This design comes from an exercise in tuning for a short achievable clock period and few clock cycles per item on the open sky130 flow, not from production work. Only simulation tests tie the RTL to the original design; equivalence was not proved. Power and IR drop assume default switching activity.

old:
==> flow/design.v <==
`default_nettype none
package sha256_pkg;
  localparam logic [255:0] c_iv = {
    32'h6a09e667, 32'hbb67ae85, 32'h3c6ef372, 32'ha54ff53a,
    32'h510e527f, 32'h9b05688c, 32'h1f83d9ab, 32'h5be0cd19
  };
  function automatic logic [31:0] rotr(input logic [31:0] x, input integer n);
    rotr = (x >> n) | (x << (32 - n));
  endfunction
  function automatic logic [31:0] bsig0(input logic [31:0] x);
    bsig0 = rotr(x, 2) ^ rotr(x, 13) ^ rotr(x, 22);
  endfunction
  function automatic logic [31:0] bsig1(input logic [31:0] x);
    bsig1 = rotr(x, 6) ^ rotr(x, 11) ^ rotr(x, 25);
  endfunction
  function automatic logic [63:0] csa(input logic [31:0] x, input logic [31:0] y,
                                      input logic [31:0] z);
    logic [31:0] s, c;
    s = x ^ y ^ z;
    c = ((x & y) | (x & z) | (y & z)) << 1;
    csa = {s, c};
  endfunction
endpackage
`default_nettype wire
`default_nettype none
module sha256_k_rom (
  input  logic [5:0]  i_addr,
  output logic [31:0] o_k
);
  always_comb begin
    o_k = 32'h0;
    unique case (i_addr)
      6'd0:  o_k = 32'h428a2f98;  6'd1:  o_k = 32'h71374491;
      6'd2:  o_k = 32'hb5c0fbcf;  6'd3:  o_k = 32'he9b5dba5;
      6'd4:  o_k = 32'h3956c25b;  6'd5:  o_k = 32'h59f111f1;
      6'd6:  o_k = 32'h923f82a4;  6'd7:  o_k = 32'hab1c5ed5;
      6'd8:  o_k = 32'hd807aa98;  6'd9:  o_k = 32'h12835b01;
      6'd10: o_k = 32'h243185be;  6'd11: o_k = 32'h550c7dc3;
      6'd12: o_k = 32'h72be5d74;  6'd13: o_k = 32'h80deb1fe;
      6'd14: o_k = 32'h9bdc06a7;  6'd15: o_k = 32'hc19bf174;
      6'd16: o_k = 32'he49b69c1;  6'd17: o_k = 32'hefbe4786;
      6'd18: o_k = 32'h0fc19dc6;  6'd19: o_k = 32'h240ca1cc;
      6'd20: o_k = 32'h2de92c6f;  6'd21: o_k = 32'h4a7484aa;
      6'd22: o_k = 32'h5cb0a9dc;  6'd23: o_k = 32'h76f988da;
      6'd24: o_k = 32'h983e5152;  6'd25: o_k = 32'ha831c66d;
      6'd26: o_k = 32'hb00327c8;  6'd27: o_k = 32'hbf597fc7;
      6'd28: o_k = 32'hc6e00bf3;  6'd29: o_k = 32'hd5a79147;
      6'd30: o_k = 32'h06ca6351;  6'd31: o_k = 32'h14292967;
      6'd32: o_k = 32'h27b70a85;  6'd33: o_k = 32'h2e1b2138;
      6'd34: o_k = 32'h4d2c6dfc;  6'd35: o_k = 32'h53380d13;
      6'd36: o_k = 32'h650a7354;  6'd37: o_k = 32'h766a0abb;
      6'd38: o_k = 32'h81c2c92e;  6'd39: o_k = 32'h92722c85;
      6'd40: o_k = 32'ha2bfe8a1;  6'd41: o_k = 32'ha81a664b;
      6'd42: o_k = 32'hc24b8b70;  6'd43: o_k = 32'hc76c51a3;
      6'd44: o_k = 32'hd192e819;  6'd45: o_k = 32'hd6990624;
      6'd46: o_k = 32'hf40e3585;  6'd47: o_k = 32'h106aa070;
      6'd48: o_k = 32'h19a4c116;  6'd49: o_k = 32'h1e376c08;
      6'd50: o_k = 32'h2748774c;  6'd51: o_k = 32'h34b0bcb5;
      6'd52: o_k = 32'h391c0cb3;  6'd53: o_k = 32'h4ed8aa4a;
      6'd54: o_k = 32'h5b9cca4f;  6'd55: o_k = 32'h682e6ff3;
      6'd56: o_k = 32'h748f82ee;  6'd57: o_k = 32'h78a5636f;
      6'd58: o_k = 32'h84c87814;  6'd59: o_k = 32'h8cc70208;
      6'd60: o_k = 32'h90befffa;  6'd61: o_k = 32'ha4506ceb;
      6'd62: o_k = 32'hbef9a3f7;  6'd63: o_k = 32'hc67178f2;
      default: o_k = 32'h0;
    endcase
  end
endmodule
`default_nettype wire
`default_nettype none
module sha256_round_core (
  input  logic         clock,
  input  logic         reset,
  input  logic         start,
  input  logic         first_block,
  input  logic         w_reg_rdy,
  input  logic [31:0]  w_reg_data,
  output logic         w_reg_read,
  output logic [5:0]   w_reg_addr,
  output logic         busy,
  output logic         done,
  output logic [255:0] digest
);
  logic        r_busy, r_done, r_read;
  logic [5:0]  r_addr;       
  logic        r_p1, r_p2;   
  logic [5:0]  r_widx;       
  logic        r_rv;         
  logic        r_last;       
  logic        w_idle, w_go, w_acc;
  assign w_idle = ~r_busy & ~r_done;
  assign w_go   = w_idle & start;
  assign w_acc  = r_read & w_reg_rdy;
  assign w_reg_read = r_read;
  assign w_reg_addr = r_addr;
  assign busy       = r_busy;
  assign done       = r_done;
  always_ff @(posedge clock or posedge reset) begin
    if (reset) begin
      r_busy <= 1'b0;
      r_done <= 1'b0;
      r_read <= 1'b0;
      r_addr <= 6'd0;
      r_p1   <= 1'b0;
      r_p2   <= 1'b0;
      r_widx <= 6'd0;
      r_rv   <= 1'b0;
      r_last <= 1'b0;
    end else begin
      r_done <= r_rv & r_last;
      if (w_go)               r_busy <= 1'b1;
      else if (r_rv & r_last) r_busy <= 1'b0;
      if (w_go)                          r_read <= 1'b1;
      else if (w_acc && r_addr == 6'd63) r_read <= 1'b0;
      if (w_acc) r_addr <= r_addr + 6'd1;
      r_p1 <= w_acc;
      r_p2 <= r_p1;
      if (r_p2) r_widx <= r_widx + 6'd1;
      r_rv   <= r_p2;
      r_last <= r_p2 && r_widx == 6'd63;
    end
  end
  logic [31:0] r_a, r_b, r_c, r_d, r_e, r_f, r_g, r_h;
  logic [31:0] r_hv [8];
  logic [31:0] r_xa, r_xe;   
  assign digest = {r_hv[0], r_hv[1], r_hv[2], r_hv[3],
                   r_hv[4], r_hv[5], r_hv[6], r_hv[7]};
  logic [31:0] r_kh0, r_kh4;
  logic [31:0] w_k;
  logic [5:0]  w_kidx;
  assign w_kidx = r_widx + 6'd1;
  sha256_k_rom u_k_rom (
    .i_addr (w_kidx),
    .o_k    (w_k)
  );
  always_ff @(posedge clock or posedge reset) begin
    if (reset) begin
      r_kh0 <= 32'h428a2f98;
      r_kh4 <= 32'h428a2f98;
    end else if (r_p2) begin
      r_kh0 <= w_k + ((w_kidx == 6'd63) ? r_hv[0] : 32'h0);
      r_kh4 <= w_k + ((w_kidx == 6'd63) ? r_hv[4] : 32'h0);
    end
  end
  logic [31:0] w_hn, w_dn;
  logic [63:0] w_pa1, w_pe1, w_pe2;
  assign w_hn  = r_rv ? r_g : r_h;
  assign w_dn  = r_rv ? r_c : r_d;
  assign w_pa1 = sha256_pkg::csa(w_hn, r_kh0, w_reg_data);
  assign w_pe1 = sha256_pkg::csa(w_hn, w_dn, r_kh4);
  assign w_pe2 = sha256_pkg::csa(w_pe1[63:32], w_pe1[31:0], w_reg_data);
  always_ff @(posedge clock) begin
    if (r_p2) begin
      r_xa <= w_pa1[63:32] + w_pa1[31:0];
      r_xe <= w_pe2[63:32] + w_pe2[31:0];
    end
  end
  logic [31:0] w_s1, w_ch, w_s0, w_maj, w_an, w_en;
  logic [63:0] w_ra1, w_ra2, w_ra3, w_re1;
  assign w_s1  = sha256_pkg::bsig1(r_e);
  assign w_ch  = (r_e & r_f) ^ (~r_e & r_g);
  assign w_s0  = sha256_pkg::bsig0(r_a);
  assign w_maj = (r_a & r_b) ^ (r_a & r_c) ^ (r_b & r_c);
  assign w_re1 = sha256_pkg::csa(r_xe, w_ch, w_s1);
  assign w_en  = w_re1[63:32] + w_re1[31:0];
  assign w_ra1 = sha256_pkg::csa(r_xa, w_ch, w_maj);
  assign w_ra2 = sha256_pkg::csa(w_ra1[63:32], w_ra1[31:0], w_s0);
  assign w_ra3 = sha256_pkg::csa(w_ra2[63:32], w_ra2[31:0], w_s1);
  assign w_an  = w_ra3[63:32] + w_ra3[31:0];
  always_ff @(posedge clock) begin
    if (w_go) begin
      if (first_block) {r_a, r_b, r_c, r_d, r_e, r_f, r_g, r_h} <= sha256_pkg::c_iv;
      else             {r_a, r_b, r_c, r_d, r_e, r_f, r_g, r_h} <= digest;
    end else if (r_rv) begin
      r_a <= w_an; r_b <= r_a; r_c <= r_b; r_d <= r_c;
      r_e <= w_en; r_f <= r_e; r_g <= r_f; r_h <= r_g;
    end
  end
  always_ff @(posedge clock or posedge reset) begin
    if (reset) begin
      for (int i = 0; i < 8; i++) r_hv[i] <= 32'h0;
    end else if (w_go && first_block) begin
      for (int i = 0; i < 8; i++) r_hv[i] <= sha256_pkg::c_iv[255-32*i -: 32];
    end else if (r_rv && r_last) begin
      r_hv[0] <= w_an;
      r_hv[1] <= r_hv[1] + r_a;
      r_hv[2] <= r_hv[2] + r_b;
      r_hv[3] <= r_hv[3] + r_c;
      r_hv[4] <= w_en;
      r_hv[5] <= r_hv[5] + r_e;
      r_hv[6] <= r_hv[6] + r_f;
      r_hv[7] <= r_hv[7] + r_g;
    end
  end
endmodule
`default_nettype wire
Settings: LEC_CHECK=0, ABC_CLOCK_PERIOD_IN_PS=3000, CAP_MARGIN=20, CORE_MARGIN=2, CORE_UTILIZATION=40, PLACE_DENSITY=0.6, SETUP_SLACK_MARGIN=5, SLEW_MARGIN=20; clock period 9.0 ns.
run.sh (not shown) runs the stock make flow with config.mk's settings and CLKGATE_MAP_FILE= SYNTH_SCRIPT=/design/flow/synth_recipe.tcl, a recipe that flattens the netlist after the stock synthesis.
Testbench counts of old, summed over its fixed seeds: cycles 20,198, blocks 256.
> inputs changed (old -> new)
-- flow/design.v --
<<< old, line 126
  assign digest = {r_hv[0], r_hv[1], r_hv[2], r_hv[3],
                   r_hv[4], r_hv[5], r_hv[6], r_hv[7]};
  logic [31:0] r_kh0, r_kh4;
  logic [31:0] w_k;
  logic [5:0]  w_kidx;
  assign w_kidx = r_widx + 6'd1;
  sha256_k_rom u_k_rom (
    .i_addr (w_kidx),
    .o_k    (w_k)
  );
  always_ff @(posedge clock or posedge reset) begin
    if (reset) begin
      r_kh0 <= 32'h428a2f98;
      r_kh4 <= 32'h428a2f98;
    end else if (r_p2) begin
      r_kh0 <= w_k + ((w_kidx == 6'd63) ? r_hv[0] : 32'h0);
      r_kh4 <= w_k + ((w_kidx == 6'd63) ? r_hv[4] : 32'h0);
    end
  end
  logic [31:0] w_hn, w_dn;
  logic [63:0] w_pa1, w_pe1, w_pe2;
  assign w_hn  = r_rv ? r_g : r_h;
  assign w_dn  = r_rv ? r_c : r_d;
  assign w_pa1 = sha256_pkg::csa(w_hn, r_kh0, w_reg_data);
  assign w_pe1 = sha256_pkg::csa(w_hn, w_dn, r_kh4);
  assign w_pe2 = sha256_pkg::csa(w_pe1[63:32], w_pe1[31:0], w_reg_data);
  always_ff @(posedge clock) begin
    if (r_p2) begin
      r_xa <= w_pa1[63:32] + w_pa1[31:0];
      r_xe <= w_pe2[63:32] + w_pe2[31:0];
    end
  end
>>> new, line 126
  assign digest = {r_hv[0], r_hv[1], r_hv[2], r_hv[3],
                   r_hv[4], r_hv[5], r_hv[6], r_hv[7]};
  logic [31:0] w_k, w_hn, w_dn, w_h0, w_h4;
  logic [63:0] w_pa1, w_pa2, w_pe1, w_pe2, w_pe3;
  sha256_k_rom u_k_rom (
    .i_addr (r_widx),
    .o_k    (w_k)
  );
  assign w_hn  = r_rv ? r_g : r_h;
  assign w_dn  = r_rv ? r_c : r_d;
  assign w_h0  = (r_widx == 6'd63) ? r_hv[0] : 32'h0;
  assign w_h4  = (r_widx == 6'd63) ? r_hv[4] : 32'h0;
  assign w_pa1 = sha256_pkg::csa(w_hn, w_k, w_h0);
  assign w_pa2 = sha256_pkg::csa(w_pa1[63:32], w_pa1[31:0], w_reg_data);
  assign w_pe1 = sha256_pkg::csa(w_hn, w_k, w_h4);
  assign w_pe2 = sha256_pkg::csa(w_pe1[63:32], w_pe1[31:0], w_dn);
  assign w_pe3 = sha256_pkg::csa(w_pe2[63:32], w_pe2[31:0], w_reg_data);
  always_ff @(posedge clock) begin
    if (r_p2) begin
      r_xa <= w_pa2[63:32] + w_pa2[31:0];
      r_xe <= w_pe3[63:32] + w_pe3[31:0];
    end
  end
<<< old, line 162
  assign w_s0  = sha256_pkg::bsig0(r_a);
  assign w_maj = (r_a & r_b) ^ (r_a & r_c) ^ (r_b & r_c);
  assign w_re1 = sha256_pkg::csa(r_xe, w_ch, w_s1);
  assign w_en  = w_re1[63:32] + w_re1[31:0];
  assign w_ra1 = sha256_pkg::csa(r_xa, w_ch, w_maj);
  assign w_ra2 = sha256_pkg::csa(w_ra1[63:32], w_ra1[31:0], w_s0);
  assign w_ra3 = sha256_pkg::csa(w_ra2[63:32], w_ra2[31:0], w_s1);
  assign w_an  = w_ra3[63:32] + w_ra3[31:0];
  always_ff @(posedge clock) begin
>>> new, line 153
  assign w_s0  = sha256_pkg::bsig0(r_a);
  assign w_maj = (r_a & r_b) ^ (r_a & r_c) ^ (r_b & r_c);
  assign w_re1 = sha256_pkg::csa(r_xe, w_s1, w_ch);
  assign w_en  = w_re1[63:32] + w_re1[31:0];
  assign w_ra1 = sha256_pkg::csa(r_xa, w_s1, w_ch);
  assign w_ra2 = sha256_pkg::csa(w_ra1[63:32], w_ra1[31:0], w_s0);
  assign w_ra3 = sha256_pkg::csa(w_ra2[63:32], w_ra2[31:0], w_maj);
  assign w_an  = w_ra3[63:32] + w_ra3[31:0];
  always_ff @(posedge clock) begin
### Flow results
Flip-flop and latch count was higher in the run labelled old. Against old, new reports a proportion of cell area occupied by registers that is lower. Going from old to new, the total length of routed wires was found to have gone down by 12 mm. new: count of cell instances traversed by the critical path higher than old. As far as total of hold buffers inserted after clock tree synthesis goes, old and new are indistinguishable; the numbers are identical. old has a higher number of placed instances with taps included than new. new vs old, clock period minus final worst setup slack went up by 0.74 ns. new ends up with lower sequential power share than old does.
Testbench counts of new, summed over its fixed seeds: cycles 20,198, blocks 256.

## separate check: timing with driven ports
How much do the figures lean on ideal ports? The routed layouts below were timed once more, with nothing changed but the port constraints.
Step 1 assumes that a clkbuf_16 drives the clock port and a buf_2 every other input.
Step 2 moves the port delays by t, midway between the first and last clock arrival at a register: inputs arrive t later, outputs are due t later. That takes back most of the time a late clock gives input paths.
a / b / c = ideal / step 1 / step 2; a / b = the first two.
run | t, ns | slack for setup (ns) | worst setup path at the end | clock arrival spread, ns | pins driven straight from the clock port
old | 0.780 | 3.713 / 3.713 / 3.594 | input to register | 0.049 / 0.049 | 1
new | 0.769 | 2.973 / 2.973 / 2.973 | register to register | 0.031 / 0.030 | 1
After both steps every run listed still meets setup and hold. The setup slack of old, which loses most, moves by 0.000 ns with the drivers and by -0.119 ns with both steps.
